Context: an optimization exercise on an open-source flow, tuned for small area. The choices shown serve that exercise and are no tape-out recipe. RTL that was checked went through simulation tests only; none was proved equivalent to the original. Power figures rest on the tool's default switching activity, not on a simulated workload.

## ks_out_process
module ks_out_process #(
  parameter int OP_W          = ks_out_pkg::DEF_OP_W,
  parameter int LWE_COEF_W    = ks_out_pkg::DEF_LWE_COEF_W,
  parameter int CORR_W        = ks_out_pkg::DEF_CORR_W,
  parameter int LBX           = ks_out_pkg::DEF_LBX,
  parameter int LWE_K         = ks_out_pkg::DEF_LWE_K,
  parameter int BATCH_PBS_NB  = ks_out_pkg::DEF_BATCH_PBS_NB,
  parameter int USE_MEAN_COMP = ks_out_pkg::DEF_USE_MEAN_COMP
) (
  input  logic                     clk,
  input  logic                     s_rst_n,
  input  logic [LBX-1:0][OP_W-1:0] mult_data_i,
  input  logic [LBX-1:0]           mult_avail_i,
  input  logic [LBX-1:0]           mult_last_pbs_i,
  input  logic [OP_W-1:0]          body_data_i,
  input  logic                     body_vld_i,
  output logic                     body_rdy_o,
  input  logic                     restart_i,
  output logic [LWE_COEF_W-1:0]    lwe_coef_o,
  output logic [CORR_W-1:0]        lwe_corr_o,
  output logic                     lwe_vld_o,
  input  logic                     lwe_rdy_i,
  output logic                     loop_done_o,
  output logic                     ksk_rd_inc_o,
  output logic                     body_wr_o,
  output logic [OP_W-1:0]          body_wr_data_o
);
Size: about 1500 cells after synthesis, roughly 170 I/O pins, roughly 0.022 mm^2 of cells after synthesis.
Settings: LEC_CHECK=0, CAP_MARGIN=0, CORE_MARGIN=2, CORE_UTILIZATION=60, PLACE_DENSITY=0.7, SLEW_MARGIN=0; clock period 5.0 ns.
standard.sh (not shown) runs the stock make flow with config.mk's settings and CLKGATE_MAP_FILE= SYNTH_SCRIPT=/design/flow/synth_recipe.tcl, a recipe that flattens the netlist after the stock synthesis.
==> flow/flow/run.sh <==
#!/bin/bash
# The standard layout (standard.sh), with two changes:
#  - the port buffers are plain buf_1 cells
#  - clock tree synthesis adds no dummy loads
set -euo pipefail
export BUFFER_PORTS_ARGS="-buffer_cell sky130_fd_sc_hd__buf_1"
export CTS_ARGS="-sink_clustering_enable -repair_clock_nets -sink_clustering_size 20 -sink_clustering_max_diameter 65 -buf_list sky130_fd_sc_hd__clkbuf_8 -dont_use_dummy_load"
export RECOVER_POWER=100
bash standard.sh > standard.log 2>&1
The first run finished but fails on max-capacitance violations, max-slew violations.
Change:
--- a/flow/flow/run.sh
+++ b/flow/flow/run.sh
@@ -8 +7,0 @@
-export RECOVER_POWER=100
With this change the flow finished with timing, DRC and antenna clean; synthesized area does not change; register-to-register slack improved by 0.30 ns; global-route usage does not change; setup slack improved by 0.16 ns; sequential power stays flat; via count is about the same; power is about the same; fmax came out higher by 3.6%; hold slack is about the same; combinational power is about the same; cell count is unchanged.
Change:
--- a/flow/flow/run.sh
+++ b/flow/flow/run.sh
@@ -7 +7 @@
-export CTS_ARGS="-sink_clustering_enable -repair_clock_nets -sink_clustering_size 20 -sink_clustering_max_diameter 65 -buf_list sky130_fd_sc_hd__clkbuf_8 -dont_use_dummy_load"
+export CTS_ARGS="-sink_clustering_enable -repair_clock_nets -sink_clustering_size 20 -sink_clustering_max_diameter 50 -buf_list sky130_fd_sc_hd__clkbuf_8 -dont_use_dummy_load"
The changed run ran to the end with no violations.
Worst setup slack gets better by 0.040 ns.
Count of clock-buffer cells in the layout rose by 11.
Routed wire length rose by 0.47%.
Design area rose by 0.63%.
Non-clock buffer count does not change.
Critical path depth is unchanged.
Area after synthesis does not change.
Power rose by 2.7%.
Worst hold slack gets worse by 0.015 ns.

========
Another version of the RTL of ks_out_process (not shown whole).
Size in the first run: roughly 1,600 cells after synthesis, ~590 flip-flops, roughly 170 I/O pins.
export LEC_CHECK = 0
export CAP_MARGIN = 20
export CORE_MARGIN = 2
export CORE_UTILIZATION = 60
export CTS_BUF_LIST = sky130_fd_sc_hd__clkbuf_8
export CTS_CLUSTER_DIAMETER = 50
export CTS_CLUSTER_SIZE = 20
export PLACE_DENSITY = 0.7
export SLEW_MARGIN = 20
create_clock -name core_clock -period 5.0 [get_ports {clk}]
run.sh (not shown) runs the stock make flow with config.mk's settings and CLKGATE_MAP_FILE= SYNTH_SCRIPT=/design/flow/synth_recipe.tcl, a recipe that flattens the netlist after the stock synthesis.
Stock flow here: none of the scripts above is used.
Edit:
==> flow/flow/run.sh (new file) <==
#!/bin/bash
# The standard layout (standard.sh), with two changes:
#  - the port buffers are plain buf_1 cells
#  - clock tree synthesis adds no dummy loads
set -euo pipefail
export BUFFER_PORTS_ARGS="-buffer_cell sky130_fd_sc_hd__buf_1"
export CTS_ARGS="-sink_clustering_enable -repair_clock_nets -sink_clustering_size 20 -sink_clustering_max_diameter 50 -buf_list sky130_fd_sc_hd__clkbuf_8 -dont_use_dummy_load"
bash standard.sh > standard.log 2>&1
==> flow/standard.sh (new file) <==
#!/bin/bash
# synth_recipe.tcl (not shown) runs the flow's synth.tcl, then flattens the netlist and writes it again
# the make line also repeats each setting of config.mk as NAME=value (left out here)
make -C /OpenROAD-flow-scripts/flow DESIGN_CONFIG=/design/flow/config.mk WORK_HOME=/design/flow/orfs CLKGATE_MAP_FILE= SYNTH_SCRIPT=/design/flow/synth_recipe.tcl "${@:-finish}"
removed: flow/run.sh
What happened: The changed run ran to the end with no violations; clock power decreases by 24%; wire length decreases by 3.0%; fmax increases by 8.8%; final area decreases by 5.7%.

========
Another version of the RTL of ks_out_process (not shown whole).
For scale: about 1500 cells after synthesis, roughly 580 flip-flops, about 170 I/O pins, about 22000 um^2 of cells after synthesis.
==> flow/config.mk <==
export PLATFORM = sky130hd
export DESIGN_NAME = ks_out_process
export DESIGN_NICKNAME = ks_out_process
export VERILOG_FILES = /design/flow/design.v
export SDC_FILE = /design/flow/constraint.sdc
export NUM_CORES = 4
export LEC_CHECK = 0
export CAP_MARGIN = 0
export CORE_MARGIN = 2
export CORE_UTILIZATION = 60
export PLACE_DENSITY = 0.7
export SLEW_MARGIN = 0
==> flow/constraint.sdc <==
create_clock -name core_clock -period 5.0 [get_ports {clk}]
set_input_delay 1.0000 -clock core_clock [delete_from_list [all_inputs] [get_ports {clk}]]
set_output_delay 1.0000 -clock core_clock [all_outputs]
set_load 0.01 [all_outputs]
standard.sh (not shown) runs the stock make flow with config.mk's settings and CLKGATE_MAP_FILE= SYNTH_SCRIPT=/design/flow/synth_recipe.tcl, a recipe that flattens the netlist after the stock synthesis.
==> flow/flow/run.sh <==
#!/bin/bash
# The standard layout (standard.sh), with two changes:
#  - the port buffers are plain buf_1 cells
#  - clock tree synthesis adds no dummy loads
set -euo pipefail
export BUFFER_PORTS_ARGS="-buffer_cell sky130_fd_sc_hd__buf_1"
export CTS_ARGS="-sink_clustering_enable -repair_clock_nets -sink_clustering_size 20 -sink_clustering_max_diameter 75 -buf_list sky130_fd_sc_hd__clkbuf_8 -dont_use_dummy_load"
bash standard.sh > standard.log 2>&1
Edit:
--- a/flow/flow/run.sh
+++ b/flow/flow/run.sh
@@ -4,0 +5,2 @@
+#  - before global routing, cells off the critical paths are sized down
+#    (flow/recover.tcl)
@@ -7 +9,2 @@
-export CTS_ARGS="-sink_clustering_enable -repair_clock_nets -sink_clustering_size 20 -sink_clustering_max_diameter 75 -buf_list sky130_fd_sc_hd__clkbuf_8 -dont_use_dummy_load"
+export CTS_ARGS="-sink_clustering_enable -repair_clock_nets -sink_clustering_size 20 -sink_clustering_max_diameter 65 -buf_list sky130_fd_sc_hd__clkbuf_8 -dont_use_dummy_load"
+export PRE_GLOBAL_ROUTE_TCL="$PWD/flow/recover.tcl"
==> flow/flow/recover.tcl (new file) <==
# before global routing: size down cells off the critical paths, then
# repair the slew and capacitance limits that this may break
set_dont_use $::env(DONT_USE_CELLS)
estimate_parasitics -placement
repair_timing -recover_power 100 -verbose
repair_design -verbose
detailed_placement
Outcome: Combinational power barely changes. Global-route usage climbs by 0.30 points. Wire length came out higher slightly.

========
== run 1 ==
Another version of the RTL of ks_out_process (not shown whole).
Size in the first run: roughly 1,700 cells after synthesis, roughly 590 flip-flops, roughly 170 I/O pins, about 0.023 mm2 of cells after synthesis.
export LEC_CHECK = 0
export CAP_MARGIN = 20
export CORE_MARGIN = 2
export CORE_UTILIZATION = 40
export PLACE_DENSITY = 0.6
export SLEW_MARGIN = 20
create_clock -name core_clock -period 5.0 [get_ports {clk}]
run.sh (not shown) runs the stock make flow with config.mk's settings and CLKGATE_MAP_FILE= SYNTH_SCRIPT=/design/flow/synth_recipe.tcl, a recipe that flattens the netlist after the stock synthesis.
Stock flow here: none of the scripts above is used.
Run 1 completed every stage of the flow, and the final layout passed the timing, design-rule and antenna checks.
For run 2, these inputs were changed with respect to run 1:
Settings: CTS_BUF_LIST: unset -> sky130_fd_sc_hd__clkbuf_4.
Results
On run 2: combined global-route utilization of all metal layers is 0.65 points higher than what run 1 gave. Sequential share of layout area delta for run 2 relative to run 1: 0.22 points higher. Relative to run 1, wire length of the first global-routing pass increased by 2.0% in run 2. Max minimum period implied by the final worst setup slack across run 2 and run 1: run 2. In the tables for run 2 and run 1, quantity of gates resized following cts reads higher with run 2. Against run 1, run 2 comes in 0.8 points higher on part of the total power dissipated in combinational logic. Diff run 2..run 1 | number of violations of the max-capacitance limit | unchanged. Design area delta for run 2 relative to run 1: 0.37% lower.
diff inputs: run 2 => run 3
Settings: an added CTS_CLUSTER_DIAMETER of 50; a change of CORE_UTILIZATION from 40 to 60; an added CTS_CLUSTER_SIZE of 20; a change of CTS_BUF_LIST from sky130_fd_sc_hd__clkbuf_4 to sky130_fd_sc_hd__clkbuf_8; a change of PLACE_DENSITY from 0.6 to 0.7.
Results
Looking at post-route clock period utilization, run 3 sits below run 2.
When run 3 is set beside run 2, its pre-CTS worst setup slack turns out to be 0.15 ns larger.
Changes observed in run 3 relative to run 2: worst hold slack increased by 0.0078 ns relative to the old numbers; setup slack rose by 0.24 ns; count of nets after finishing dropped 106.
For the core utilization, run 3 came in 21 points higher than run 2 did.
Relative to run 2, proportion of power drawn by the clock network decreased by 8.0 points in run 3.
Run 2 ran to completion and came out clean on the timing, design-rule and antenna checks.
Run 3 has completed all stages; timing, DRC and antenna checks passed.
Run 3 against run 2: maximum frequency increased by 5.3% relative to the old numbers; summed area of non-filler cells in the final layout decreased by 4.5% relative to the old numbers; clock buffer count decreased by 77% relative to the old numbers.
Function was not checked in any run of this note: the RTL went through the layout flow alone.

========
ks_out_process, a different RTL version from the one above (not shown whole).
Size: ~1500 cells after synthesis, about 590 flip-flops.
==> flow/config.mk <==
export PLATFORM = sky130hd
export DESIGN_NAME = ks_out_process
export DESIGN_NICKNAME = ks_out_process
export VERILOG_FILES = /design/flow/design.v
export SDC_FILE = /design/flow/constraint.sdc
export NUM_CORES = 4
export LEC_CHECK = 0
export CAP_MARGIN = 0
export CORE_MARGIN = 2
export CORE_UTILIZATION = 70
export PLACE_DENSITY = 0.8
export SLEW_MARGIN = 0
==> flow/constraint.sdc <==
create_clock -name core_clock -period 5.0 [get_ports {clk}]
set_input_delay 1.0000 -clock core_clock [delete_from_list [all_inputs] [get_ports {clk}]]
set_output_delay 1.0000 -clock core_clock [all_outputs]
set_load 0.01 [all_outputs]
standard.sh (not shown) runs the stock make flow with config.mk's settings and CLKGATE_MAP_FILE= SYNTH_SCRIPT=/design/flow/synth_recipe.tcl, a recipe that flattens the netlist after the stock synthesis.
==> flow/flow/run.sh <==
#!/bin/bash
# The standard layout (standard.sh), with two changes:
#  - the port buffers are plain buf_1 cells
#  - clock tree synthesis adds no dummy loads
set -euo pipefail
export BUFFER_PORTS_ARGS="-buffer_cell sky130_fd_sc_hd__buf_1"
export CTS_ARGS="-sink_clustering_enable -repair_clock_nets -sink_clustering_size 20 -sink_clustering_max_diameter 50 -buf_list sky130_fd_sc_hd__clkbuf_8 -dont_use_dummy_load"
bash standard.sh > standard.log 2>&1
The first run ran to the end with no violations.
Next try:
==> flow/flow/run.sh (replaced) <==
#!/bin/bash
# The standard layout (standard.sh), with two changes:
#  - the port buffers are plain buf_1 cells
#  - clock tree synthesis adds no dummy loads
set -euo pipefail
export BUFFER_PORTS_ARGS="-buffer_cell sky130_fd_sc_hd__buf_1"
export CTS_ARGS="-sink_clustering_enable -repair_clock_nets -sink_clustering_size 40 -sink_clustering_max_diameter 60 -buf_list sky130_fd_sc_hd__clkbuf_16 -dont_use_dummy_load"
bash standard.sh > standard.log 2>&1
Settings changed: CORE_UTILIZATION 70 to 60, PLACE_DENSITY 0.8 to 0.7.
Result: Clock skew shrinks by 0.023 ns. Sequential power hardly moves. Routed wire length grows by a few percent.

========
== cedar ==
ks_out_process again, from the RTL that the note above started with.
## ks_out_process
module ks_out_process #(
  parameter int OP_W          = ks_out_pkg::DEF_OP_W,
  parameter int LWE_COEF_W    = ks_out_pkg::DEF_LWE_COEF_W,
  parameter int CORR_W        = ks_out_pkg::DEF_CORR_W,
  parameter int LBX           = ks_out_pkg::DEF_LBX,
  parameter int LWE_K         = ks_out_pkg::DEF_LWE_K,
  parameter int BATCH_PBS_NB  = ks_out_pkg::DEF_BATCH_PBS_NB,
  parameter int USE_MEAN_COMP = ks_out_pkg::DEF_USE_MEAN_COMP
) (
  input  logic                     clk,
  input  logic                     s_rst_n,
  input  logic [LBX-1:0][OP_W-1:0] mult_data_i,
  input  logic [LBX-1:0]           mult_avail_i,
  input  logic [LBX-1:0]           mult_last_pbs_i,
  input  logic [OP_W-1:0]          body_data_i,
  input  logic                     body_vld_i,
  output logic                     body_rdy_o,
  input  logic                     restart_i,
  output logic [LWE_COEF_W-1:0]    lwe_coef_o,
  output logic [CORR_W-1:0]        lwe_corr_o,
  output logic                     lwe_vld_o,
  input  logic                     lwe_rdy_i,
  output logic                     loop_done_o,
  ...
==> flow/config.mk <==
export PLATFORM = sky130hd
export DESIGN_NAME = ks_out_process
export DESIGN_NICKNAME = ks_out_process
export VERILOG_FILES = /design/flow/design.v
export SDC_FILE = /design/flow/constraint.sdc
export NUM_CORES = 4
export LEC_CHECK = 0
export CAP_MARGIN = 0
export CORE_MARGIN = 2
export CORE_UTILIZATION = 60
export PLACE_DENSITY = 0.7
export SLEW_MARGIN = 0
==> flow/constraint.sdc <==
create_clock -name core_clock -period 5.0 [get_ports {clk}]
set_input_delay 1.0000 -clock core_clock [delete_from_list [all_inputs] [get_ports {clk}]]
set_output_delay 1.0000 -clock core_clock [all_outputs]
set_load 0.01 [all_outputs]
==> flow/flow/run.sh <==
#!/bin/bash
# The standard layout (standard.sh), with two changes:
#  - the port buffers are plain buf_1 cells
#  - clock tree synthesis adds no dummy loads
set -euo pipefail
export BUFFER_PORTS_ARGS="-buffer_cell sky130_fd_sc_hd__buf_1"
export CTS_ARGS="-sink_clustering_enable -repair_clock_nets -sink_clustering_size 25 -sink_clustering_max_diameter 40 -buf_list sky130_fd_sc_hd__clkbuf_8 -dont_use_dummy_load"
bash standard.sh > standard.log 2>&1
The following lists how garnet was set up differently from cedar:
Settings: GPL_TIMING_DRIVEN now 0, previously not set.
==> flow/flow/run.sh <==
#!/bin/bash
# The standard layout (standard.sh), with two changes:
#  - the port buffers are plain buf_1 cells
#  - clock tree synthesis adds no dummy loads
set -euo pipefail
export BUFFER_PORTS_ARGS="-buffer_cell sky130_fd_sc_hd__buf_1"
export CTS_ARGS="-sink_clustering_enable -repair_clock_nets -sink_clustering_size 20 -sink_clustering_max_diameter 50 -buf_list sky130_fd_sc_hd__clkbuf_8 -dont_use_dummy_load"
bash standard.sh > standard.log 2>&1
Findings:
garnet finished all stages; the layout is clean.
garnet ended up with u_lane0.rd_ptr[2]$_SDFFE_PP0P_ as its startpoint of the most critical setup path; cedar ended up with u_lane0.rd_ptr[0]$_SDFFE_PP0P_.
Between garnet and cedar, clock period minus final worst setup slack is higher for garnet, cedar comes in under that.
Taking cedar as the reference, in garnet via count normalized by instance count climbed 0.089, switching power share of the total higher.
What yarrow does differently from garnet at the input level:
Settings: GPL_TIMING_DRIVEN no longer set, was 0.
--- outcome ---
STATUS highest clock frequency the design can meet: yarrow wins against garnet. The sequential cell count of yarrow and that of garnet are within noise of each other. Sequential power: yarrow vs garnet, no meaningful difference. yarrow ended up with u_lane0.rd_ptr[0]$_SDFFE_PP0P_ as its beginning of the critical path; garnet ended up with u_lane0.rd_ptr[2]$_SDFFE_PP0P_. yarrow ended up with sky130_fd_sc_hd__nor2b_4 as its critical path's slowest cell; garnet ended up with sky130_fd_sc_hd__nor4b_2. On clock power, garnet tracks yarrow almost exactly.
diff inputs: yarrow => harbor
==> flow/flow/run.sh <==
#!/bin/bash
# The standard layout (standard.sh), with two changes:
#  - the port buffers are plain buf_1 cells
#  - clock tree synthesis adds no dummy loads
set -euo pipefail
export BUFFER_PORTS_ARGS="-buffer_cell sky130_fd_sc_hd__buf_1"
export CTS_ARGS="-sink_clustering_enable -repair_clock_nets -sink_clustering_size 16 -sink_clustering_max_diameter 45 -buf_list {sky130_fd_sc_hd__clkbuf_4 sky130_fd_sc_hd__clkbuf_8} -dont_use_dummy_load"
bash standard.sh > standard.log 2>&1
==> comparison <==
harbor vs yarrow: register-to-register slack up in harbor. The lower total via count after detailed routing of harbor and yarrow is in yarrow. Average wire per standard cell across harbor and yarrow: no real change.

==> static timing again, ports no longer ideal <==
No port has a modelled driver above. Below, the same layouts with a new extraction and two added sets of constraints. Step 1 sets driving cells, clkbuf_16 on the clock port and buf_2 on the other inputs (assumed; they add their load-dependent delay and slew). Step 2 times the ports against the registers' clock, not the clock port: input delays grow and output delays shrink by t, the midpoint of the rising clock arrivals with the driver on. Three values: ideal ports, drivers, drivers and shift; two values: the first two.
run | shift t [ns] | setup WS [ns] | worst setup path at the end
the first run of note 1 | 0.640 | 0.402 / 0.352 / 0.332 | input to register
the second run of note 1 | 0.641 | 0.562 / 0.512 / 0.427 | input to register
the third run of note 1 | 0.665 | 0.602 / 0.550 / 0.452 | input to register
the first run of note 2 | 0.701 | 0.404 / 0.351 / 0.683 | input to register
the second run of note 2 | 0.668 | 0.775 / 0.721 / 1.019 | input to register
the first run of note 3 | 0.623 | 0.862 / 0.814 / 0.565 | input to register
the second run of note 3 | 0.645 | 0.901 / 0.851 / 0.462 | input to register
run 1 | 0.666 | 0.219 / 0.161 / 0.133 | input to register
run 2 | 1.033 | 0.152 / 0.096 / 0.171 | input to register
run 3 | 0.698 | 0.395 / 0.344 / 0.332 | input to register
the first run of note 5 | 0.614 | 0.572 / 0.522 / 0.585 | input to register
the second run of note 5 | 0.598 | 0.695 / 0.636 / 0.397 | input to register
cedar | 0.645 | 0.625 / 0.573 / 0.420 | input to register
garnet | 0.672 | 0.141 / 0.090 / -0.077 | input to register
yarrow | 0.641 | 0.611 / 0.556 / 0.418 | input to register
harbor | 0.682 | 0.574 / 0.524 / 0.401 | input to register
With both steps, setup timing fails in garnet, where it was met with ideal ports. The setup slack of the second run of note 3, which loses most, moves by -0.050 ns with the drivers and by -0.439 ns with both steps.
